Source: an optimization exercise on an open RTL-to-GDS flow (aim: small area, a short achievable clock period and few clock cycles). Production flows keep margins and buffers that such runs may drop.
In this exercise RTL edits were held to simulation tests only and were not proved equivalent to the original.
Power and IR drop assume default switching activity.

--- flow/flow/run.sh ---
#!/bin/bash
set -euo pipefail
bash standard.sh SETUP_SLACK_MARGIN=5.5 finish > flow_make.log 2>&1
--- flow/standard.sh ---
#!/bin/bash
# synth_recipe.tcl (not shown) runs the flow's synth.tcl, then flattens the netlist and writes it again
# the make line also repeats each setting of config.mk as NAME=value (left out here)
make -C /OpenROAD-flow-scripts/flow DESIGN_CONFIG=/design/flow/config.mk WORK_HOME=/design/flow/orfs CLKGATE_MAP_FILE= SYNTH_SCRIPT=/design/flow/synth_recipe.tcl "${@:-finish}"
--- flow/config.mk ---
export PLATFORM = sky130hd
export DESIGN_NAME = kiss_frame_receiver_core
export DESIGN_NICKNAME = kiss_frame_receiver_core
export VERILOG_FILES = /design/flow/design.v
export SDC_FILE = /design/flow/constraint.sdc
export NUM_CORES = 8
export LEC_CHECK = 0
export CAP_MARGIN = 20
export CORE_MARGIN = 2
export CORE_UTILIZATION = 58
export CTS_CLUSTER_DIAMETER = 60
export CTS_CLUSTER_SIZE = 24
export SLEW_MARGIN = 20
--- flow/constraint.sdc ---
create_clock -name core_clock -period 8.5 [get_ports {clock}]
set_input_delay 1.7000 -clock core_clock [delete_from_list [all_inputs] [get_ports {clock}]]
set_output_delay 1.7000 -clock core_clock [all_outputs]
set_load 0.01 [all_outputs]
--- flow/design.v ---
`timescale 1ns / 1ps
package kfr_pkg;
   localparam int BUF_DEPTH_DEFAULT = 512;
   localparam int CMD_W   = 2;
   localparam int BYTE_W  = 8;
   localparam int INDEX_W = 9;
   localparam int LEN_W   = 9;
   localparam int EV_W    = 2;
   localparam logic [BYTE_W-1:0] FEND  = 8'hC0;
   localparam logic [BYTE_W-1:0] FESC  = 8'hDB;
   localparam logic [BYTE_W-1:0] TFEND = 8'hDC;
   localparam logic [BYTE_W-1:0] TFESC = 8'hDD;
   localparam int MIN_FRAME_LEN = 16;
   localparam int LAST_CHECKED  = 13;
   localparam logic [CMD_W-1:0] CMD_BYTE    = 2'd0;
   localparam logic [CMD_W-1:0] CMD_READ    = 2'd1;
   localparam logic [CMD_W-1:0] CMD_RELEASE = 2'd2;
   localparam logic [EV_W-1:0] EV_NONE    = 2'd0;
   localparam logic [EV_W-1:0] EV_ACCEPT  = 2'd1;
   localparam logic [EV_W-1:0] EV_DISCARD = 2'd2;
endpackage
`timescale 1ns / 1ps
module kfr_frame_mem #(
   localparam int L  = 16,           
   localparam int NR = 32            
) (
   input  logic          clock,
   input  logic [7:0]    wr_hi,      
   input  logic [7:0]    wr_lo,      
   input  logic [7:0]    wr_data,
   input  logic [NR-1:0] rd_ring,    
   input  logic          rd_bank,    
   output logic [7:0]    rd_data
);
   logic [1:0][NR-1:0][L-1:0][7:0] st;     
   logic [1:0][NR-1:0]             ring_we;
   logic [1:0][7:0]                rd_bank_data;
   for (genvar b = 0; b < 2; b++) begin : g_bank
      for (genvar r = 0; r < NR; r++) begin : g_ring
         assign ring_we[b][r] = wr_hi[4*b + r/8] && wr_lo[r%8];
         always_ff @(posedge clock) begin
            for (int p = 0; p < L - 1; p++) begin
               st[b][r][p] <= st[b][r][p+1];
            end
            st[b][r][L-1] <= ring_we[b][r] ? wr_data : st[b][r][0];
         end
      end
   end
   always_comb begin
      for (int b = 0; b < 2; b++) begin
         rd_bank_data[b] = '0;
         for (int r = 0; r < NR; r++) begin
            rd_bank_data[b] = rd_bank_data[b] | ({8{rd_ring[r]}} & st[b][r][L-1]);
         end
      end
   end
   assign rd_data = rd_bank ? rd_bank_data[1] : rd_bank_data[0];
endmodule
`timescale 1ns / 1ps
import kfr_pkg::*;
module kiss_frame_receiver_core #(
   parameter  int BUF_DEPTH = kfr_pkg::BUF_DEPTH_DEFAULT,
   localparam int AW        = $clog2(BUF_DEPTH)
) (
   input  logic                        clock,
   input  logic                        reset,
   input  logic                        req_valid,
   output logic                        req_ready,
   input  logic [kfr_pkg::CMD_W-1:0]   req_command,
   input  logic [kfr_pkg::BYTE_W-1:0]  req_rx_byte,
   input  logic [kfr_pkg::INDEX_W-1:0] req_read_index,
   output logic                        rsp_valid,
   input  logic                        rsp_ready,
   output logic                        rsp_frame_ready,
   output logic [kfr_pkg::LEN_W-1:0]   rsp_frame_length,
   output logic [kfr_pkg::BYTE_W-1:0]  rsp_read_data,
   output logic [kfr_pkg::EV_W-1:0]    rsp_event_res
);
   localparam int L  = 16;                           
   localparam int NR = 32;                           
   localparam int RW = 1 + LEN_W + BYTE_W + EV_W;    
   localparam int NS = 2;                            
   localparam int K  = NS + 1;                       
   typedef struct packed {
      logic              data;       
      logic              fend;       
      logic              read;
      logic              rel;
      logic [BYTE_W-1:0] byte_v;
      logic              tf;         
      logic              tfend;
      logic              fesc;
      logic [AW-1:0]     ridx;       
   } req_t;
   function automatic logic [L-1:0] dec16(input logic [3:0] v);
      dec16 = '0;
      dec16[v] = 1'b1;
   endfunction
   function automatic logic [NR-1:0] dec32(input logic [4:0] v);
      dec32 = '0;
      dec32[v] = 1'b1;
   endfunction
   function automatic logic [L-1:0] rotl16(input logic [L-1:0] v);
      rotl16 = {v[L-2:0], v[L-1]};
   endfunction
   function automatic logic [L-1:0] rotr16(input logic [L-1:0] v);
      rotr16 = {v[0], v[L-1:1]};
   endfunction
   function automatic logic [NR-1:0] rotl32(input logic [NR-1:0] v);
      rotl32 = {v[NR-2:0], v[NR-1]};
   endfunction
   function automatic logic [NR-1:0] rotr32(input logic [NR-1:0] v);
      rotr32 = {v[0], v[NR-1:1]};
   endfunction
   function automatic logic [L-1:0] ge_oh(input logic [L-1:0] v);
      ge_oh[0] = v[0];
      for (int j = 1; j < L; j++) ge_oh[j] = ge_oh[j-1] | v[j];
   endfunction
   logic       ready_ff;
   logic       acc;
   req_t       req_in;
   logic       a_v_ff, s_v_ff;
   req_t       a_ff, s_ff;
   logic [L-1:0]  a_rlo_ff;          
   logic [NR-1:0] a_rhi_ff;          
   req_t          a_in;
   logic       stall, adv, a_free;
   assign req_ready = ready_ff;
   assign acc       = req_valid && ready_ff;
   always_comb begin
      req_in.data   = (req_command == CMD_BYTE) && (req_rx_byte != FEND);
      req_in.fend   = (req_command == CMD_BYTE) && (req_rx_byte == FEND);
      req_in.read   = (req_command == CMD_READ);
      req_in.rel    = (req_command == CMD_RELEASE);
      req_in.byte_v = req_rx_byte;
      req_in.tf     = (req_rx_byte == TFEND) || (req_rx_byte == TFESC);
      req_in.tfend  = (req_rx_byte == TFEND);
      req_in.fesc   = (req_rx_byte == FESC);
      req_in.ridx   = AW'(req_read_index) + 1'b1;
   end
   logic [L-1:0]  a_rlo_in;
   logic [NR-1:0] a_rhi_in;
   assign a_rlo_in = s_v_ff ? dec16(s_ff.ridx[3:0]) : rotl16(dec16(req_read_index[3:0]));
   assign a_rhi_in = s_v_ff ? dec32(s_ff.ridx[8:4])
                   : (req_read_index[3:0] == 4'hf) ? rotl32(dec32(req_read_index[8:4]))
                                                  : dec32(req_read_index[8:4]);
   assign a_in   = s_v_ff ? s_ff : req_in;
   assign adv    = a_v_ff && !stall;
   assign a_free = !a_v_ff || adv;
   always_ff @(posedge clock) begin
      if (reset) begin
         a_v_ff <= 1'b0;
         s_v_ff <= 1'b0;
      end else if (a_free) begin
         a_v_ff <= s_v_ff || acc;
         s_v_ff <= s_v_ff && acc;
      end else begin
         s_v_ff <= s_v_ff || acc;
      end
      if (a_free) begin
         a_ff     <= a_in;
         a_rlo_ff <= a_rlo_in;
         a_rhi_ff <= a_rhi_in;
      end
      if (acc && !(a_free && !s_v_ff)) begin
         s_ff <= req_in;
      end
   end
   logic              held_ff, bank_ff, escf_ff, head_nz_ff;
   logic [AW-1:0]     head_ff;       
   logic [AW-1:0]     hm1_ff;        
   logic [AW-1:0]     hp1_ff;        
   logic [L-1:0]      hlo_ff;        
   logic [NR-1:0]     hhi_ff;        
   logic [L-1:0]      mlo;           
   logic [NR-1:0]     mhi;           
   logic [LEN_W-1:0]  len_ff;        
   logic [1:0][3:0]   hdr0_ff;       
   logic [1:0][13:1]  hdr1_ff;       
   logic [L-1:0]      t_oh_ff;       
   logic [L-1:0]      cap_oh, nx_oh;
   assign cap_oh = {t_oh_ff[0], t_oh_ff[L-1:1]};
   assign nx_oh  = {t_oh_ff[L-2:0], t_oh_ff[L-1]};
   logic [L-1:0]             wq_v_ff;
   logic [L-1:0]             wq_bank_ff;
   logic [L-1:0][4:0]        wq_ring_ff;
   logic [L-1:0][BYTE_W-1:0] wq_data_ff;
   logic [L-1:0]             pb_v_ff;
   logic [L-1:0][BYTE_W-1:0] pb_data_ff;
   logic [NR-1:0]            pb_hi_ff;
   logic [L-1:0]             pb_lo_ff;
   logic [L-1:0]             pb_ge_ff;
   logic [NR-1:0]            pb_hi1;       
   assign pb_hi1 = {pb_hi_ff[NR-2:0], pb_hi_ff[NR-1]};
   logic              is_data, is_fend, is_read, is_rel;
   logic              unesc;
   logic              wr_bank;
   logic [AW-1:0]     wr_addr;
   logic [L-1:0]      wr_oh;
   logic [4:0]        wr_ring;
   logic [BYTE_W-1:0] wr_data;
   logic [L-1:0]      wq_pend;
   logic              wr_conflict;
   logic              do_write;
   logic [1:0]        hdr_bad;
   logic [AW-1:0]     rd_addr;
   logic              rd_inwin, rd_hit, seq_hit, win_move;
   logic              win_head, win_hm1, snoop;
   logic [BYTE_W-1:0] rdata;
   logic [BYTE_W-1:0] cap_data;
   logic              held_in, bank_in, escf_in;
   logic [AW-1:0]     head_in;
   logic [LEN_W-1:0]  len_in;
   logic [EV_W-1:0]   ev;
   logic              flip;
   assign is_data = a_v_ff && a_ff.data;
   assign is_fend = a_v_ff && a_ff.fend;
   assign is_read = a_v_ff && a_ff.read;
   assign is_rel  = a_v_ff && a_ff.rel;
   assign unesc   = head_nz_ff && escf_ff && a_ff.tf;
   assign wr_bank = bank_ff ^ held_ff;
   assign wr_addr = unesc ? hm1_ff : head_ff;
   assign mlo     = rotr16(hlo_ff);
   assign mhi     = hlo_ff[0] ? rotr32(hhi_ff) : hhi_ff;
   assign wr_oh   = unesc ? mlo : hlo_ff;
   assign wr_ring = wr_addr[8:4];
   assign wr_data = !unesc ? a_ff.byte_v : a_ff.tfend ? FEND : FESC;
   assign wq_pend     = wq_v_ff & ~t_oh_ff;
   assign wr_conflict = !unesc && ((wq_pend & hlo_ff) != '0);
   assign do_write    = is_data && !wr_conflict;
   assign rd_addr    = a_ff.ridx;
   logic rd_hi_eq, rd_hi_eq1, rd_ge, rd_lo_eq, rd_v;
   assign rd_hi_eq   = |(a_rhi_ff & pb_hi_ff);
   assign rd_hi_eq1  = |(a_rhi_ff & pb_hi1);
   assign rd_ge      = |(a_rlo_ff & pb_ge_ff);
   assign rd_lo_eq   = |(a_rlo_ff & pb_lo_ff);
   assign rd_v       = |(a_rlo_ff & pb_v_ff);
   assign rd_inwin   = (rd_hi_eq && rd_ge) || (rd_hi_eq1 && !rd_ge);
   assign rd_hit     = rd_inwin && rd_v;
   assign seq_hit    = is_read && rd_v && rd_hi_eq && rd_lo_eq;
   assign win_move   = flip || (is_read && !rd_inwin) || (is_read && rd_hit && !seq_hit);
   always_comb begin
      rdata = '0;
      for (int k = 0; k < L; k++) rdata = rdata | ({BYTE_W{a_rlo_ff[k]}} & pb_data_ff[k]);
   end
   assign stall = (is_data && wr_conflict) || (is_read && !rd_hit);
   assign win_head = (|(pb_hi_ff & hhi_ff) && |(pb_ge_ff & hlo_ff)) ||
                     (|(pb_hi1 & hhi_ff) && !(|(pb_ge_ff & hlo_ff)));
   assign win_hm1  = (|(pb_hi_ff & mhi) && |(pb_ge_ff & mlo)) ||
                     (|(pb_hi1 & mhi) && !(|(pb_ge_ff & mlo)));
   assign snoop    = do_write && !held_ff && (unesc ? win_hm1 : win_head);
   for (genvar b = 0; b < 2; b++) begin : g_hdr
      assign hdr_bad[b] = (hdr0_ff[b] != '0) || (hdr1_ff[b] != '0);
   end
   always_comb begin
      held_in = held_ff;
      bank_in = bank_ff;
      escf_in = escf_ff;
      head_in = head_ff;
      len_in  = len_ff;
      ev      = EV_NONE;
      flip    = 1'b0;
      if (is_fend) begin
         if (held_ff) begin
            head_in = '0;
         end else if (head_nz_ff) begin
            head_in = '0;
            if ((head_ff >= AW'(MIN_FRAME_LEN)) && !hdr_bad[bank_ff]) begin
               held_in = 1'b1;
               len_in  = LEN_W'(hm1_ff);
               ev      = EV_ACCEPT;
            end else begin
               ev      = EV_DISCARD;
            end
         end
      end else if (do_write) begin
         if (unesc) begin
            escf_in = !a_ff.tfend;
         end else begin
            escf_in = a_ff.fesc;
            head_in = hp1_ff;
         end
      end else if (is_rel && held_ff) begin
         held_in = 1'b0;
         bank_in = !bank_ff;
         len_in  = '0;
         flip    = 1'b1;
      end
   end
   always_ff @(posedge clock) begin
      if (reset) begin
         held_ff    <= 1'b0;
         bank_ff    <= 1'b0;
         escf_ff    <= 1'b0;
         head_ff    <= '0;
         hm1_ff     <= '1;
         hp1_ff     <= AW'(1);
         head_nz_ff <= 1'b0;
         len_ff     <= '0;
         t_oh_ff    <= L'(1);
         hlo_ff     <= L'(1);
         hhi_ff     <= NR'(1);
      end else begin
         held_ff    <= held_in;
         bank_ff    <= bank_in;
         escf_ff    <= escf_in;
         head_ff    <= head_in;
         if (do_write && !unesc) begin
            hm1_ff     <= head_ff;
            hp1_ff     <= hp1_ff + 1'b1;
            head_nz_ff <= (hp1_ff != '0);
            hlo_ff     <= rotl16(hlo_ff);
            hhi_ff     <= hlo_ff[L-1] ? rotl32(hhi_ff) : hhi_ff;
         end else if (is_fend) begin
            hm1_ff     <= '1;
            hp1_ff     <= AW'(1);
            head_nz_ff <= 1'b0;
            hlo_ff     <= L'(1);
            hhi_ff     <= NR'(1);
         end
         len_ff     <= len_in;
         t_oh_ff    <= nx_oh;
      end
      if (do_write && (wr_addr == '0)) begin
         hdr0_ff[wr_bank] <= wr_data[3:0];
      end
      for (int i = 1; i <= 13; i++) begin
         if (do_write && (wr_addr == AW'(i))) begin
            hdr1_ff[wr_bank][i] <= wr_data[0];
         end
      end
   end
   logic [7:0]        dr_hi_ff, dr_lo_ff;     
   logic [BYTE_W-1:0] dr_data_ff;
   logic [NR-1:0]     cap_ring_ff;            
   logic              cap_skip_ff;            
   logic              cap_blk_ff;             
   kfr_frame_mem u_mem (
      .clock   (clock),
      .wr_hi   (dr_hi_ff),
      .wr_lo   (dr_lo_ff),
      .wr_data (dr_data_ff),
      .rd_ring (cap_ring_ff),
      .rd_bank (bank_ff),
      .rd_data (cap_data)
   );
   logic ge_t, lo_t;
   assign ge_t = |(pb_ge_ff & t_oh_ff);
   assign lo_t = |(pb_lo_ff & t_oh_ff);
   logic              nx_w, nx_v, nx_bank;
   logic [4:0]        nx_ring;
   logic [BYTE_W-1:0] nx_data;
   always_comb begin
      nx_w    = do_write && ((wr_oh & nx_oh) != '0);
      nx_v    = nx_w || ((wq_v_ff & nx_oh) != '0);
      nx_bank = 1'b0;
      nx_ring = '0;
      nx_data = '0;
      for (int k = 0; k < L; k++) begin
         if (nx_oh[k]) begin
            nx_bank = nx_bank | wq_bank_ff[k];
            nx_ring = nx_ring | wq_ring_ff[k];
            nx_data = nx_data | wq_data_ff[k];
         end
      end
      if (nx_w) begin
         nx_bank = wr_bank;
         nx_ring = wr_ring;
         nx_data = wr_data;
      end
   end
   always_ff @(posedge clock) begin
      if (reset) begin
         dr_hi_ff   <= '0;
         cap_blk_ff <= 1'b0;
      end else begin
         for (int i = 0; i < 8; i++) dr_hi_ff[i] <= nx_v && ({nx_bank, nx_ring[4:3]} == 3'(i));
         cap_blk_ff <= do_write && ((wr_oh & t_oh_ff) != '0);
      end
      for (int i = 0; i < 8; i++) dr_lo_ff[i] <= (nx_ring[2:0] == 3'(i));
      dr_data_ff  <= nx_data;
      cap_ring_ff <= (seq_hit ? (ge_t && !lo_t && !pb_lo_ff[L-1]) : ge_t) ? pb_hi_ff : pb_hi1;
      cap_skip_ff <= reset || win_move;
   end
   logic              cd_v_ff;
   logic [L-1:0]      cd_oh_ff;
   logic [BYTE_W-1:0] cd_data_ff;
   logic              cap_ok, cd_ok;
   logic              sn_v_ff;
   logic [L-1:0]      sn_oh_ff;
   logic [BYTE_W-1:0] sn_data_ff;
   logic              sn_ok;
   logic [L-1:0]      inval;         
   assign inval  = seq_hit ? pb_lo_ff : '0;
   assign cap_ok = !cap_blk_ff && !cap_skip_ff && !win_move &&
                   ((cap_oh & inval) == '0) && !(snoop && ((wr_oh & cap_oh) != '0));
   assign cd_ok  = cd_v_ff && !win_move &&
                   ((cd_oh_ff & inval) == '0) && !(snoop && ((wr_oh & cd_oh_ff) != '0));
   assign sn_ok  = sn_v_ff && !win_move && ((sn_oh_ff & inval) == '0);
   always_ff @(posedge clock) begin
      if (reset) begin
         cd_v_ff <= 1'b0;
         sn_v_ff <= 1'b0;
      end else begin
         cd_v_ff <= cap_ok;
         sn_v_ff <= snoop;
      end
      cd_oh_ff   <= cap_oh;
      cd_data_ff <= cap_data;
      sn_oh_ff   <= wr_oh;
      sn_data_ff <= wr_data;
   end
   always_ff @(posedge clock) begin
      if (reset) begin
         wq_v_ff  <= '0;
         pb_v_ff  <= '0;
         pb_hi_ff <= NR'(1);
         pb_lo_ff <= L'(2);
         pb_ge_ff <= 16'hfffe;
      end else begin
         wq_v_ff <= (wq_v_ff & ~t_oh_ff) | (do_write ? wr_oh : '0);
         if (flip) begin
            pb_v_ff  <= '0;
            pb_hi_ff <= NR'(1);
            pb_lo_ff <= L'(2);
            pb_ge_ff <= 16'hfffe;
         end else if (is_read && !rd_inwin) begin
            pb_v_ff  <= '0;
            pb_hi_ff <= a_rhi_ff;
            pb_lo_ff <= a_rlo_ff;
            pb_ge_ff <= ge_oh(a_rlo_ff);
         end else if (is_read && rd_hit && !seq_hit) begin
            pb_v_ff  <= '0;
            pb_hi_ff <= a_rlo_ff[L-1] ? rotl32(a_rhi_ff) : a_rhi_ff;
            pb_lo_ff <= rotl16(a_rlo_ff);
            pb_ge_ff <= a_rlo_ff[L-1] ? '1 : ge_oh(rotl16(a_rlo_ff));
         end else begin
            if (seq_hit) begin
               if (pb_lo_ff[L-1]) begin
                  pb_hi_ff <= pb_hi1;
                  pb_ge_ff <= '1;
               end else begin
                  pb_ge_ff <= pb_ge_ff & ~pb_lo_ff;
               end
               pb_lo_ff <= {pb_lo_ff[L-2:0], pb_lo_ff[L-1]};
            end
            pb_v_ff <= ((pb_v_ff & ~inval) | (cd_ok ? cd_oh_ff : '0) | (sn_ok ? sn_oh_ff : '0))
                       & ~(snoop ? wr_oh : '0);
         end
      end
      for (int k = 0; k < L; k++) begin
         if (do_write && wr_oh[k]) begin
            wq_bank_ff[k] <= wr_bank;
            wq_ring_ff[k] <= wr_ring;
            wq_data_ff[k] <= wr_data;
         end
         if (sn_v_ff && sn_oh_ff[k]) begin
            pb_data_ff[k] <= sn_data_ff;
         end else if (cd_oh_ff[k] && cd_v_ff) begin
            pb_data_ff[k] <= cd_data_ff;
         end
      end
   end
   logic [RW-1:0]     push_word;
   logic [RW-1:0]     rsp_ff;
   logic              rsp_valid_ff;
   logic [RW-1:0]     sk_ff [NS];
   logic              sk_wp_ff, sk_rp_ff;
   logic [NS-1:0]     sk_v_ff;       
   logic [K-1:0]      cnt_ff;        
   logic              pop, take, from_sk, to_sk;
   logic [K-1:0]      cnt_in;
   logic              sk_empty;
   logic              s_v_in;
   assign push_word = {held_in, len_in, is_read ? rdata : 8'h00, ev};
   assign pop       = rsp_valid_ff && rsp_ready;
   assign take      = !rsp_valid_ff || rsp_ready;       
   assign sk_empty  = (sk_v_ff == '0);
   assign from_sk   = take && !sk_empty;
   assign to_sk     = adv && !(take && sk_empty);
   assign cnt_in    = (acc && !pop) ? {cnt_ff[K-2:0], 1'b1} :
                      (pop && !acc) ? {1'b0, cnt_ff[K-1:1]} : cnt_ff;
   assign s_v_in    = a_free ? (s_v_ff && acc) : (s_v_ff || acc);
   always_ff @(posedge clock) begin
      if (reset) begin
         rsp_valid_ff <= 1'b0;
         sk_wp_ff     <= '0;
         sk_rp_ff     <= '0;
         sk_v_ff      <= '0;
         cnt_ff       <= '0;
         ready_ff     <= 1'b1;
      end else begin
         if (take) begin
            rsp_valid_ff <= from_sk || adv;
         end
         if (to_sk) begin
            sk_wp_ff <= !sk_wp_ff;
         end
         if (from_sk) begin
            sk_rp_ff <= !sk_rp_ff;
         end
         for (int i = 0; i < NS; i++) begin
            if (to_sk && (sk_wp_ff == 1'(i))) begin
               sk_v_ff[i] <= 1'b1;
            end else if (from_sk && (sk_rp_ff == 1'(i))) begin
               sk_v_ff[i] <= 1'b0;
            end
         end
         cnt_ff    <= cnt_in;
         ready_ff  <= !s_v_in && !cnt_in[K-1];
      end
      if (reset) begin
         rsp_ff <= '0;
      end else if (take) begin
         rsp_ff <= from_sk ? sk_ff[sk_rp_ff] : push_word;
      end
      if (a_v_ff && !(take && sk_empty)) begin
         sk_ff[sk_wp_ff] <= push_word;
      end
   end
   assign rsp_valid = rsp_valid_ff;
   assign {rsp_frame_ready, rsp_frame_length, rsp_read_data, rsp_event_res} = rsp_ff;
endmodule
==> flow_summary.toml, run 1 <==
[run_status]
outcome = "timing/DRC/antenna clean"

[placement]
place.gp.congestion = 0.885
dp_slack_ns = 4.05
dp_hpwl_um = 292000
io_buffer_count = 44
place_area_um2 = 218000

[clock_tree]
clk_latency_ns = 1.01
cts_root_buffer = "clkbuf_16"
cts_tree = "yes"
htreeDepth = 5
cts_hold_buffers = 0
clockBufferDepth = 4
numClockSinks = 9045
cts.clk_slew.worst_paths_ns = 0.09
cts_buffers = 468

[final_layout]
drive_gt1_share_pct = 16.2
final_core_util_pct = 65.1
area_growth_pct = 11.8
final_nets = 13100
fillers = 25100
finalInstanceArea_um2 = 236000

[sta]
worst_pin_slew_ns = 1.24
setup_slack_ns = 5.32
tns_ns = 0
rsz0062_at_grt = "yes"
period_share_pct = 37.4
fin_hold_ws_ns = 0.292
setup_viol = 0
slew_viol_final = 0
clock.fmax_mhz = 315
hold_viol = 0
relSlewSlack_pct = 17.3
fin_crit_ns = 3.18
clock_skew_ns = 0.113

[global_route]
use_met1_pct = 36.8
grt_use_met3_pct = 3.38
grt_first_pass_wirelength_um = 660000
busiest_layer = "met2"
grt_pass1_vias = 91400
grt_max_degree = 67
overflow = 0
groute.usage.overall_pct = 24.8
use_met2_pct = 38.6
antenna_found_initial = 48

[floorplan]
start_util_pct = 58.3
die-area_um2 = 369000
ios = 45
coreArea_um2 = 363000
die_width_um = 607
die_h_um = 607
rows = 221

[critical_path]
worst_path_max_delay_cell = "dfxtp_4"
cp-start-kind = "flip-flop"
crit_family = "flip-flops"
crit_arrival_ns = 1.48
cpPeakStageDelay_ns = 0.36
required_ns = 6.80
crit_buf_inv = 1
path_max_fanout = 2
worstSetupEndpointType = "primary output"
worstSetupPathType = "flip-flop to primary output"
crit_chain = "buf_6"

[synth]
post_synth_xor_area_fraction_pct = 0.0746
ys_ff_latch = 9045
syn_avg_cell_area_um2 = 16.8
synth_edf_count = 488
async_flop_share_pct = 0
yosysSeqAreaShare_pct = 88.0
syn_area_um2 = 211000
synth_compound_area_share_pct = 4.24
yosysWarnings = 2
netlist.area_leader.share_pct = 81.1
synth_ff_type = "dfxtp_1"
synth_fa_ha_area_share_pct = 0.129
synthTopCellsByArea = "dfxtp_1, edfxtp_1, mux2_2"
synth.distinct_cells = 79
syn_inst = 12600
synth_top_cell_by_area = "dfxtp_1"
synth-simple-area-share_pct = 2.28
syn_nets = 12600
synth_top_family_by_area = "multiplexers"
synth_mux_area_share_pct = 4.34

[routing]
wire_per_inst_um = 25.9
via_per_inst = 5.12
drtIter0Drc = 7243
ant_nets = 0
drtPass1Iterations = 6
drt-total-wl_um = 468000
drc_errors = 0
via_count = 92600

[power_and_ir_drop]
leakage_nw = 92.5
ir_drop_mv = 0.249
powerDensity_nw_per_um2 = 292

[min_path]
hold_path_class = "flip-flop to flip-flop"

[job]
maxCapViolCount = 0
-- final timing paths --
path                            slack (ns)                    from  depth (start not counted)                  endpoint
worst min register to register        0.29  u_mem.st[1615]$_DFF_P_                          0    u_mem.st[1607]$_DFF_P_
worst max register to register        5.33  a_rhi_ff[16]$_DFFE_PN_                         10  pb_lo_ff[1]$_SDFFE_PP1P_
worst min-delay path                  0.29  u_mem.st[1615]$_DFF_P_                          0    u_mem.st[1607]$_DFF_P_
worst max-delay path                  5.32  rsp_ff[8]$_SDFFE_PP0P_                          1          rsp_read_data[6]
-- power breakdown --
part | switching (mW) | total, mW | internal, mW | leakage, nW
Clock | 13.1 | 24.6 | 11.5 | 7.12
Combinational | 0.903 | 1.30 | 0.397 | 11.8
Sequential | 0.253 | 43.0 | 42.8 | 73.5
Total | 14.3 | 69.0 | 54.7 | 92.5
-- through the flow --
step	power [mW]	cells
floorplan	44.4	12600
global placement	45.1	17200
detailed placement	45.1	17200
CTS	69.3	18000
global route	71.0	18100
finish	69.0	18100
-- registers in the layout, summed over array words and instances, names as in the netlist, 20 cells and up, named ones only --
signal and count:
pb_hi_ff 32, wq_ring_ff 80, hhi_ff 32, pb_data_ff 128, a_rhi_ff 32, sk_ff 40
rsp_ff 20, u_mem.st 8192, s_ff 24, hdr1_ff 25, cap_ring_ff 32, wq_data_ff 128
-- cell type report --
type	count	area, um2	share of cell area [%]
Antenna cell	10	25.0	0.0106
Clock buffer	541	12400	5.24
Clock inverter	144	2300	0.974
Inverter	60	235	0.0996
Multi-Input combinational cell	3056	24700	10.5
Sequential cell	9045	186000	78.8
Tap cell	4794	6000	2.54
Timing Repair Buffer	422	4360	1.85
-- placed cells by master, fill, tap and decap left out, types with 20 or more instances in the layout --
cell type and instances:
buf_12 36, inv_1 55, a221oi_2 28, o22ai_1 46
nor2_1 179, a21oi_1 143, bufinv_16 29, a221oi_1 163
a22oi_1 274, nand2_1 322, clkbuf_16 486, nand3_1 107
o21ai_0 72, nor2b_1 46, mux2_2 761, a22o_1 203
a21oi_2 28, dfxtp_2 65, clkbuf_1 42, inv_6 21
buf_6 64, mux2i_1 47, clkbuf_8 25, edfxtp_1 488
nand3b_1 23, nand4_1 63, nor3_1 54, buf_4 269
clkinv_2 20, a222oi_1 23, a31oi_1 24, dfxtp_1 8476
-- repair_timing --
action                                  4_1_cts  5_1_grt
buffers inserted                             73       83
resized for setup                           366      205
gates cloned                                 13       11
pin swaps                                    36       94
endpoints found under the setup margin      581      348
-- synthesized netlist by cell type (15+ instances only) --
library cell / n
a211oi_1: 16
a21oi_1: 172
a221oi_1: 193
a222oi_1: 23
a22o_1: 203
a22oi_1: 287
a31oi_1: 26
and3_1: 21
buf_1: 15
buf_2: 67
clkbuf_1: 315
dfxtp_1: 8557
edfxtp_1: 488
ha_1: 21
inv_1: 60
mux2_2: 767
mux2i_1: 51
nand2_1: 349
nand3_1: 110
nand3b_1: 23
nand4_1: 63
nor2_1: 199
nor2b_1: 56
nor3_1: 61
nor4_1: 23
o21a_1: 16
o21ai_0: 87
o22ai_1: 47
or4_1: 20
-- per-layer routing --
layer / part of all wire, % / vias up / wire, um
met3: 4.8 / 665 / 22400
met4: 2.5 / 2 / 11700
li1: - / 43100 / -
met5: 0.0043 / - / 20
met1: 48 / 46400 / 224000
met2: 45 / 2448 / 210000
-- cell families after synthesis --
family	count (synthesis)
AND/OR/NAND/NOR	999
multiplexers	819
adder cells (fa/ha/maj)	22
AO/OA/AOI/OAI	1195
buffers and inverters	467
flip-flops	9045
XOR/XNOR	18
Testbench counts, summed over its fixed seeds: cycles 36,233.
==> inputs of run 2 (changes only) <==
--- a/flow/config.mk
+++ b/flow/config.mk
@@ -7,7 +7,8 @@
 export LEC_CHECK = 0
 export CAP_MARGIN = 20
 export CORE_MARGIN = 2
-export CORE_UTILIZATION = 58
+export CORE_UTILIZATION = 65
 export CTS_CLUSTER_DIAMETER = 60
 export CTS_CLUSTER_SIZE = 24
+export PLACE_DENSITY = 0.75
 export SLEW_MARGIN = 20
==> run 2 against run 1 <==
Effect of this change: still clean; clock skew fell by 0.011 ns; area after synthesis stayed put; sequential power barely moved; utilization rose by 6.9 points; routed wire length is 1.1% higher; sequential cell count unchanged; non-clock buffer count down 49; clock power down 5%; global-route usage increased by 3.3 points; combinational power hardly changed; hold slack gained 0.0010 ns; register-to-register slack better by 0.04 ns.
==> flow_summary.toml, run 2 <==
[synth]
synth.distinct_cells = 79
syn_avg_cell_area_um2 = 16.8
syn_area_um2 = 211000
post_synth_xor_area_fraction_pct = 0.0746
synth_common_cells = "dfxtp_1, mux2_2, edfxtp_1"
synthTopCellsByArea = "dfxtp_1, edfxtp_1, mux2_2"
ys_ff_latch = 9045
synth_compound_area_share_pct = 4.24
synth_mux_area_share_pct = 4.34
synth_edf_count = 488
syn_nets = 12600
synth_ff_type = "dfxtp_1"
yosysSeqAreaShare_pct = 88.0
synth-simple-area-share_pct = 2.28
synth_fa_ha_area_share_pct = 0.129
yosysWarnings = 2
syn_inst = 12600
yosysMostFrequentCell = "dfxtp_1"
async_flop_share_pct = 0
synth_top_family_by_area = "multiplexers"
netlist.area_leader.share_pct = 81.1
synth_top_cell_by_area = "dfxtp_1"

[power_and_ir_drop]
cell_internal_pwr_mw = 53.3
combPwrFrac_pct = 1.9
leakage_nw = 91.5
powerDensity_nw_per_um2 = 290
clockPowerShare_pct = 34.4
p_seq_share_pct = 63.7
ir_drop_mv = 0.312
power_switching_mw = 14.3
swShare_pct = 21.1

[final_layout]
drive_gt1_share_pct = 15.1
area_growth_pct = 10.5
largest_register = "u_mem.st"
final_core_util_pct = 72.1
layout_commonest_cell = "dfxtp_1"
reg.largest.list = "u_mem.st: 8192 flops, pb_data_ff: 128 flops, wq_data_ff: 128 flops"
finalInstanceArea_um2 = 233000
largest_register_ffs = 8192
mostFrequentLayoutCells = "dfxtp_1, mux2_2, edfxtp_1"
final_nets = 13000

[routing]
top_layer = "met5"
drc_errors = 0
drtIter0Drc = 7518
via_count = 93400
wire_per_inst_um = 27.1
wl_met3_um = 21700
ant_nets = 0
dr_wl_met2_um = 222000
wl_met1_um = 214000
drt-total-wl_um = 473000
via_per_inst = 5.35
drtPass1Iterations = 6

[job]
maxCapViolCount = 0

[critical_path]
crit_buf_inv = 1
worstSetupEndpointType = "primary output"
worstSetupPathType = "flip-flop to primary output"
required_ns = 6.80
worst_path_max_delay_cell = "dfxtp_4"
crit_arrival_ns = 1.49
crit_family = "flip-flops"
cpPeakStageDelay_ns = 0.37
cp-start-kind = "flip-flop"
path_max_fanout = 2
crit_chain = "buf_6"
reg2reg_slack_ns = 5.37

[sta]
slew_viol_final = 0
setup_viol = 0
relSlewSlack_pct = 12.2
fin_crit_ns = 3.19
rsz0062_at_grt = "yes"
hold_viol = 0
period_share_pct = 37.6
clock.fmax_mhz = 313
tns_ns = 0
clock_skew_ns = 0.102
worst_pin_slew_ns = 1.31

[global_route]
overflow = 0
grt_pass1_vias = 96400
groute.usage.overall_pct = 28.1
antenna_found_initial = 34
grt_max_degree = 59
grt_first_pass_wirelength_um = 674000

[clock_tree]
cts_tree = "yes"
clockBufferDepth = 4
cts.clk_slew.worst_paths_ns = 0.09
clk_latency_ns = 1.01
cts_root_buffer = "clkbuf_16"
numClockSinks = 9045
cts_buffers = 452
htreeDepth = 5

[placement]
place.gp.congestion = 0.893
place_area_um2 = 217000
io_buffer_count = 44
dp_hpwl_um = 270000

[floorplan]
die-area_um2 = 330000
die_h_um = 574
ios = 45
start_util_pct = 65.2
die_width_um = 574
rows = 209
coreArea_um2 = 324000

[run_status]
outcome = "timing/DRC/antenna clean"

[min_path]
hold_path_class = "flip-flop to flip-flop"
[run 2: power groups by stage]
stage | Clock (mW) | Sequential [mW] | Combinational [mW]
floorplan | 0 | 43.8 | 0.557
global placement | 0 | 44.0 | 1.02
detailed placement | 0 | 44.0 | 1.03
CTS | 23.5 | 43.0 | 1.13
global route | 24.9 | 43.1 | 1.29
finish | 23.3 | 43.1 | 1.27
[run 2: area by class of cell]
| class | count | area (um2) |
|---|---|---|
| Antenna cell | 12 | 30.0 |
| Tap cell | 4325 | 5410 |
| Clock inverter | 94 | 1340 |
| Timing Repair Buffer | 373 | 3940 |
| Multi-Input combinational cell | 3056 | 24600 |
| Sequential cell | 9045 | 186000 |
| Inverter | 60 | 235 |
| Fill cell | 18900 | 90400 |
| Clock buffer | 483 | 11600 |
[run 2: path summary, 6_finish.rpt]
kind	start	to	cells after the start
hold / removal	u_mem.st[7136]$_DFF_P_	u_mem.st[7128]$_DFF_P_	0
setup reg to reg	cap_ring_ff[8]$_DFF_P_	cd_data_ff[7]$_DFF_P_	6
hold reg to reg	u_mem.st[7136]$_DFF_P_	u_mem.st[7128]$_DFF_P_	0
setup / recovery	rsp_valid_ff$_SDFFE_PP0P_	rsp_valid	1
[run 2: timing repair]
item                                    in CTS  in global routing
hold buffers                                 0                  0
gates resized for setup                    345                169
gates cloned                                13                 14
buffers inserted                            53                106
endpoints found under the setup margin     604                270
pin swaps                                   23                 53
[run 2: routing by layer]
| layer | global-route usage (%) | vias to the layer above |
|---|---|---|
| met5 | 0 | - |
| met3 | 3.24 | 745 |
| met1 | 40.0 | 47300 |
| li1 | - | 42800 |
| met4 | 8.75 | 2 |
| met2 | 45.5 | 2519 |
[run 2: through the flow]
stage | instances | hold WS [ns] | total power, mW | setup WS, ns
2_1_floorplan | 12600 | 0.310 | 44.4 | 4.56
3_3_place_gp | 16700 | 0.310 | 45.1 | 4.26
3_5_place_dp | 16700 | 0.312 | 45.1 | 4.23
4_1_cts | 17300 | 0.297 | 67.7 | 5.22
5_1_grt | 17400 | 0.301 | 69.2 | 5.25
6_report | 17400 | 0.293 | 67.6 | 5.31
[run 2: logic make-up after synthesis]
family	count (synthesis)
xor+xnor	18
fa+ha+maj	22
compound gates	1195
mux	819
buf+inv	467
simple gates	999
flops	9045
==> inputs of run 3 (changes only) <==
--- a/flow/config.mk
+++ b/flow/config.mk
@@ -10,5 +10,4 @@
 export CORE_UTILIZATION = 65
 export CTS_CLUSTER_DIAMETER = 60
 export CTS_CLUSTER_SIZE = 24
-export PLACE_DENSITY = 0.75
 export SLEW_MARGIN = 20
==> run 3 against run 2 <==
Effect of this change: clock-buffer cell count up 8; critical path depth unchanged; still clean; area after synthesis unchanged; utilization about the same; largest power group unchanged; combinational power about the same; highest routed layer unchanged.
==> flow_summary.toml, run 3 <==
[run_status]
outcome = "timing/DRC/antenna clean"

[sta]
relSlewSlack_pct = 17.8
clock_skew_ns = 0.0753
fin_crit_ns = 3.18
setup_slack_ns = 5.32
clock.fmax_mhz = 314
period_share_pct = 37.4
setup_viol = 0
rsz0062_at_grt = "yes"
hold_viol = 0
worst_pin_slew_ns = 1.23
slew_viol_final = 0
tns_ns = 0

[placement]
dp_slack_ns = 4.11
place.gp.congestion = 0.902
dp_hpwl_um = 271000
placed_cells = 16700
io_buffer_count = 44

[routing]
drt-total-wl_um = 456000
drc_errors = 0
wire_per_inst_um = 26.1
ant_nets = 0
drtIter0Drc = 7902
via_count = 92600
via_per_inst = 5.31
drtPass1Iterations = 6

[critical_path]
required_ns = 6.80
cpPeakStageDelay_ns = 0.37
worstSetupPathType = "flip-flop to primary output"
crit_arrival_ns = 1.48
cp-start-kind = "flip-flop"
worstSetupEndpointType = "primary output"
path_depth = 1
crit_family = "flip-flops"
worst_path_max_delay_cell = "dfxtp_4"
ff2ff_path_depth = 12
path_max_fanout = 2
crit_buf_inv = 1
crit_chain = "buf_6"

[synth]
synth_ff_type = "dfxtp_1"
synth_edf_count = 488
synth_common_cells = "dfxtp_1, mux2_2, edfxtp_1"
ys_ff_latch = 9045
yosysWarnings = 2
netlist.area_leader.share_pct = 81.1
synth_mux_area_share_pct = 4.34
synth-simple-area-share_pct = 2.28
synth_fa_ha_area_share_pct = 0.129
yosysMostFrequentCell = "dfxtp_1"
synth_top_cell_by_area = "dfxtp_1"
synth_top_family_by_area = "multiplexers"
post_synth_xor_area_fraction_pct = 0.0746
synthTopCellsByArea = "dfxtp_1, edfxtp_1, mux2_2"
synth_compound_area_share_pct = 4.24
yosysSeqAreaShare_pct = 88.0
syn_area_um2 = 211000
async_flop_share_pct = 0
synth.distinct_cells = 79
syn_nets = 12600
syn_inst = 12600
syn_avg_cell_area_um2 = 16.8

[final_layout]
drive_gt1_share_pct = 15.0
final_core_util_pct = 72.1
largest_register_ffs = 8192
mostFrequentLayoutCells = "dfxtp_1, mux2_2, edfxtp_1"
fin_cells = 17400
largest_register = "u_mem.st"
reg.largest.list = "u_mem.st: 8192 flops, pb_data_ff: 128 flops, wq_data_ff: 128 flops"
final_nets = 13000
area_growth_pct = 10.4
layout_commonest_cell = "dfxtp_1"

[min_path]
hold_path_class = "flip-flop to flip-flop"
hold_path_depth = 0

[floorplan]
rows = 209
ios = 45
die-area_um2 = 330000
coreArea_um2 = 324000
die_h_um = 574
start_util_pct = 65.2
die_width_um = 574

[job]
maxCapViolCount = 0

[global_route]
groute.usage.overall_pct = 27.0
antenna_found_initial = 34
grt_pass1_vias = 93200
grt_max_degree = 59
grt_first_pass_wirelength_um = 648000
overflow = 0

[clock_tree]
cts_hold_buffers = 0
cts_tree = "yes"
numClockSinks = 9045
cts_buffers = 452
cts_root_buffer = "clkbuf_16"
cts.clk_slew.worst_paths_ns = 0.09
htreeDepth = 5
clockBufferDepth = 4
clk_latency_ns = 1.00

[power_and_ir_drop]
design_power_total_mw = 67.6
powerDensity_nw_per_um2 = 290
ir_drop_mv = 0.442
leakage_nw = 91.3
## run 3: cell count changes in the layout (fill, tap and decap cells not counted), moves of 11 or more
cell,delta
a221oi_1,+11
nor2_1,-22
buf_4,-33
dfxtp_1,+19
dfxtp_2,-22
nor2_4,+20
## run 3: stage by stage
step	hold slack, ns	cell area [um2]
finish	0.287	233000
global route	0.281	233000
CTS	0.274	232000
detailed placement	0.312	217000
global placement	0.309	217000
floorplan	0.310	211000
## run 3: report_power, final
group          switching (mW)  internal (mW)
sequential              0.255           42.8
combinational           0.868          0.375
clock                    12.9           10.4
## run 3: cell type report
type	instances	area [um2]
Antenna cell	13	32.5
Clock buffer	491	11700
Clock inverter	105	1520
Fill cell	19500	90500
Inverter	60	239
Multi-Input combinational cell	3063	24800
Sequential cell	9045	186000
Tap cell	4325	5410
Timing Repair Buffer	336	3500
## run 3: path summary, 6_finish.rpt
path / startpoint / end / slack (ns)
min reg2reg: u_mem.st[6970]$_DFF_P_ / u_mem.st[6962]$_DFF_P_ / 0.29
min: u_mem.st[6970]$_DFF_P_ / u_mem.st[6962]$_DFF_P_ / 0.29
max: rsp_ff[2]$_SDFFE_PP0P_ / rsp_read_data[0] / 5.32
max reg2reg: a_rlo_ff[3]$_DFFE_PN_ / pb_lo_ff[0]$_SDFFE_PP0P_ / 5.41
## run 3: metal layers
| metal | share of wire [%] | wire [um] | track usage (%) |
|---|---|---|---|
| met5 | 0.0099 | 45 | 0 |
| met4 | 2.6 | 12000 | 6.74 |
| met3 | 5.3 | 24200 | 3.34 |
| met2 | 45 | 206000 | 42.3 |
| met1 | 47 | 214000 | 40.3 |
## run 3: what timing repair did
action                                  CTS  global route
gates resized for setup                 319           207
endpoints found under the setup margin  586           253
pin swaps                                24            90
gates cloned                             13            17
setup buffers                            56            65
## run 3: cells by family (layout without fill, tap and decap cells)
family	Yosys count	count (layout)
compound gates	1195	1199
xor+xnor	18	18
simple gates	999	1005
buf+inv	467	992
other cells	0	13
fa+ha+maj	22	22
mux	819	819
flops	9045	9045
==> inputs of run 4 (changes only) <==
==> flow/flow/run.sh (replaced) <==
#!/bin/bash
set -euo pipefail
bash standard.sh SETUP_SLACK_MARGIN=5.8 finish > flow_make.log 2>&1
==> run 4 against run 3 <==
Effect of this change: final cell count increased by 0.85%; critical path depth unchanged; cell area increased by 1.3%; combinational power increased by 17%; routed wire length increased by 5.4%; hold slack got worse by 0.012 ns; via count increased by 1.6%; utilization increased by 0.91 points; sequential share of layout area decreased by 0.99 points; critical path type unchanged; largest power group unchanged.
==> flow_summary.toml, run 4 <==
[synth]
syn_area_um2 = 211000
syn_avg_cell_area_um2 = 16.8
synth_ff_type = "dfxtp_1"
netlist.area_leader.share_pct = 81.1
synth_top_cell_by_area = "dfxtp_1"
yosysSeqAreaShare_pct = 88.0
syn_inst = 12600
syn_nets = 12600
yosysWarnings = 2
synthTopCellsByArea = "dfxtp_1, edfxtp_1, mux2_2"
ys_ff_latch = 9045
synth.distinct_cells = 79
yosysMostFrequentCell = "dfxtp_1"
synth_edf_count = 488
async_flop_share_pct = 0
synth_common_cells = "dfxtp_1, mux2_2, edfxtp_1"

[sta]
clock.fmax_mhz = 316
period_share_pct = 37.2
rsz0062_at_grt = "yes"
slew_viol_final = 0
clock_skew_ns = 0.0582
tns_ns = 0
hold_viol = 0
fin_crit_ns = 3.16
setup_slack_ns = 5.34
relSlewSlack_pct = 20.4
setup_viol = 0
worst_pin_slew_ns = 1.19

[critical_path]
reg2reg_slack_ns = 5.38
crit_chain = "buf_6"
reg2reg_to = "pb_hi_ff[23]$_SDFFE_PP0P_"
crit_buf_inv = 1
required_ns = 6.80
crit_family = "flip-flops"
ff2ff_path_depth = 11
reg2reg_from = "a_rlo_ff[7]$_DFFE_PN_"
startpoint = "rsp_ff[13]$_SDFFE_PP0P_"
path_max_fanout = 2
cpPeakStageDelay_ns = 0.37
worst_path_max_delay_cell = "dfxtp_2"
path_depth = 1
crit_arrival_ns = 1.46
cp-start-kind = "flip-flop"
worstSetupEndpointType = "primary output"
worstSetupPathType = "flip-flop to primary output"
crit_end = "rsp_frame_length[3]"

[final_layout]
largest_register = "u_mem.st"
layout_commonest_cell = "dfxtp_1"
reg.largest.list = "u_mem.st: 8192 flops, pb_data_ff: 128 flops, wq_data_ff: 128 flops"
mostFrequentLayoutCells = "dfxtp_1, mux2_2, edfxtp_1"
final_nets = 13100
fin_cells = 17600
multiInputGateArea_um2 = 25900
final_core_util_pct = 73.0
drive_gt1_share_pct = 17.3
largest_register_ffs = 8192
finalInstanceArea_um2 = 236000
fillers = 19100
regArea_um2 = 186000
area_growth_pct = 11.8

[floorplan]
coreArea_um2 = 324000
ios = 45
start_util_pct = 65.2
die-area_um2 = 330000
rows = 209
die_h_um = 574
die_width_um = 574

[power_and_ir_drop]
powerDensity_nw_per_um2 = 288
combPwrFrac_pct = 2.1
swShare_pct = 21.0
p_seq_share_pct = 63.3
leakage_nw = 92.6
cell_internal_pwr_mw = 53.7
clockPowerShare_pct = 34.6
ir_drop_mv = 0.295
power_switching_mw = 14.3

[placement]
io_buffer_count = 44
placed_cells = 16700
dp_hpwl_um = 281000
dp_slack_ns = 4.23
place_area_um2 = 217000
place.gp.congestion = 0.904

[routing]
drtPass1Iterations = 7
wire_per_inst_um = 27.3
via_count = 94100
ant_nets = 0
via_per_inst = 5.35
drc_errors = 0
drt-total-wl_um = 481000
drtIter0Drc = 8495

[global_route]
groute.usage.overall_pct = 28.6
antenna_found_initial = 47
grt_first_pass_wirelength_um = 680000
grt_pass1_vias = 94600
grt_max_degree = 63
overflow = 0

[job]
maxCapViolCount = 0

[min_path]
hold_path_class = "flip-flop to flip-flop"

[clock_tree]
htreeDepth = 5
cts_root_buffer = "clkbuf_16"
numClockSinks = 9045
cts.clk_slew.worst_paths_ns = 0.10
clk_latency_ns = 1.01
cts_buffers = 452
clockBufferDepth = 4
cts_hold_buffers = 0
cts_tree = "yes"

[run_status]
outcome = "timing/DRC/antenna clean"
==> run 4: power groups by stage <==
stage	Clock, mW	Sequential (mW)	Combinational [mW]
floorplan	0	43.8	0.569
global placement	0	44.0	1.06
detailed placement	0	44.0	1.07
CTS	23.8	43.0	1.31
global route	25.2	43.1	1.47
finish	23.5	43.1	1.45
==> run 4: cells by family after synthesis <==
logic type,share of synthesized area (%)
XOR/XNOR,0.0746
buffers and inverters,0.895
AND/OR/NAND/NOR,2.28
AO/OA/AOI/OAI,4.24
flip-flops,88.0
adder cells (fa/ha/maj),0.129
multiplexers,4.34
==> run 4: worst min-delay path by stage <==
stage / depth (start not counted) / end / slack, ns / startpoint
after global placement: 0 / u_mem.st[1078]$_DFF_P_ / 0.31 / u_mem.st[1086]$_DFF_P_
after floorplan: 0 / u_mem.st[0]$_DFF_P_ / 0.31 / u_mem.st[8]$_DFF_P_
final: 0 / u_mem.st[845]$_DFF_P_ / 0.27 / u_mem.st[853]$_DFF_P_
after CTS: 0 / u_mem.st[405]$_DFF_P_ / 0.27 / u_mem.st[413]$_DFF_P_
after global routing: 0 / u_mem.st[845]$_DFF_P_ / 0.27 / u_mem.st[853]$_DFF_P_
after detailed placement: 0 / u_mem.st[1154]$_DFF_P_ / 0.31 / u_mem.st[1162]$_DFF_P_
==> run 4: area by class of cell <==
cell class                 instances  area share (%)
multi-input combinational       3062            10.9
timing repair buffer             484            2.22
inverter                          60           0.109
clock buffer                     488            4.92
tap                             4325            2.29
antenna                           12          0.0127
sequential                      9045            78.8
clock inverter                   111           0.724
==> run 4: stage by stage <==
| step | total power [mW] | hold slack (ns) |
|---|---|---|
| 2_1_floorplan | 44.4 | 0.310 |
| 6_report | 68.0 | 0.275 |
| 4_1_cts | 68.1 | 0.265 |
| 5_1_grt | 69.7 | 0.269 |
| 3_3_place_gp | 45.1 | 0.309 |
| 3_5_place_dp | 45.1 | 0.312 |
==> run 4: repair_timing <==
action                     4_1_cts  5_1_grt
buffers inserted               144       94
pin swaps                      114      113
setup endpoints to repair      604      410
gates resized for setup        578      197
cloned                          33        8
==> run 4: routing by layer <==
layer / global-route usage [%] / up-vias / wire [um]
li1: - / 43100 / -
met1: 42.2 / 47300 / 222000
met2: 43.7 / 2896 / 213000
met3: 4.39 / 821 / 28300
met4: 9.66 / 2 / 17700
met5: 0 / - / 13

## port drivers added, routing unchanged
The results above use ideal ports. As a check the final layouts listed here were re-extracted and re-timed, cells and wires unchanged. Step 1 (the two cells are an assumption about what drives the block):
set clk [get_ports {clock}]
set_driving_cell -lib_cell sky130_fd_sc_hd__clkbuf_16 $clk
set_driving_cell -lib_cell sky130_fd_sc_hd__buf_2 [delete_from_list [all_inputs] $clk]
Step 2 times the ports against the registers' clock, not the clock port: input delays grow and output delays shrink by t, the midpoint of the rising clock arrivals with the driver on. Slacks: ideal / step 1 / step 2; pairs: ideal / step 1.
| run | t (ns) | setup WS [ns] | clock arrival spread, ns | worst register clock-pin slew, ns |
|---|---|---|---|---|
| run 1 | 1.058 | 5.321 / 5.217 / 4.539 | 0.113 / 0.114 | 0.09 / 0.09 |
| run 2 | 1.072 | 5.308 / 5.199 / 4.515 | 0.107 / 0.107 | 0.10 / 0.10 |
| run 3 | 1.071 | 5.320 / 5.214 / 4.533 | 0.076 / 0.075 | 0.10 / 0.10 |
| run 4 | 1.088 | 5.337 / 5.230 / 4.673 | 0.068 / 0.068 | 0.10 / 0.10 |
After both steps setup and hold are still met in every run listed. For run 2, which loses most, drivers alone change the setup slack by -0.109 ns; drivers and shift together by -0.793 ns.
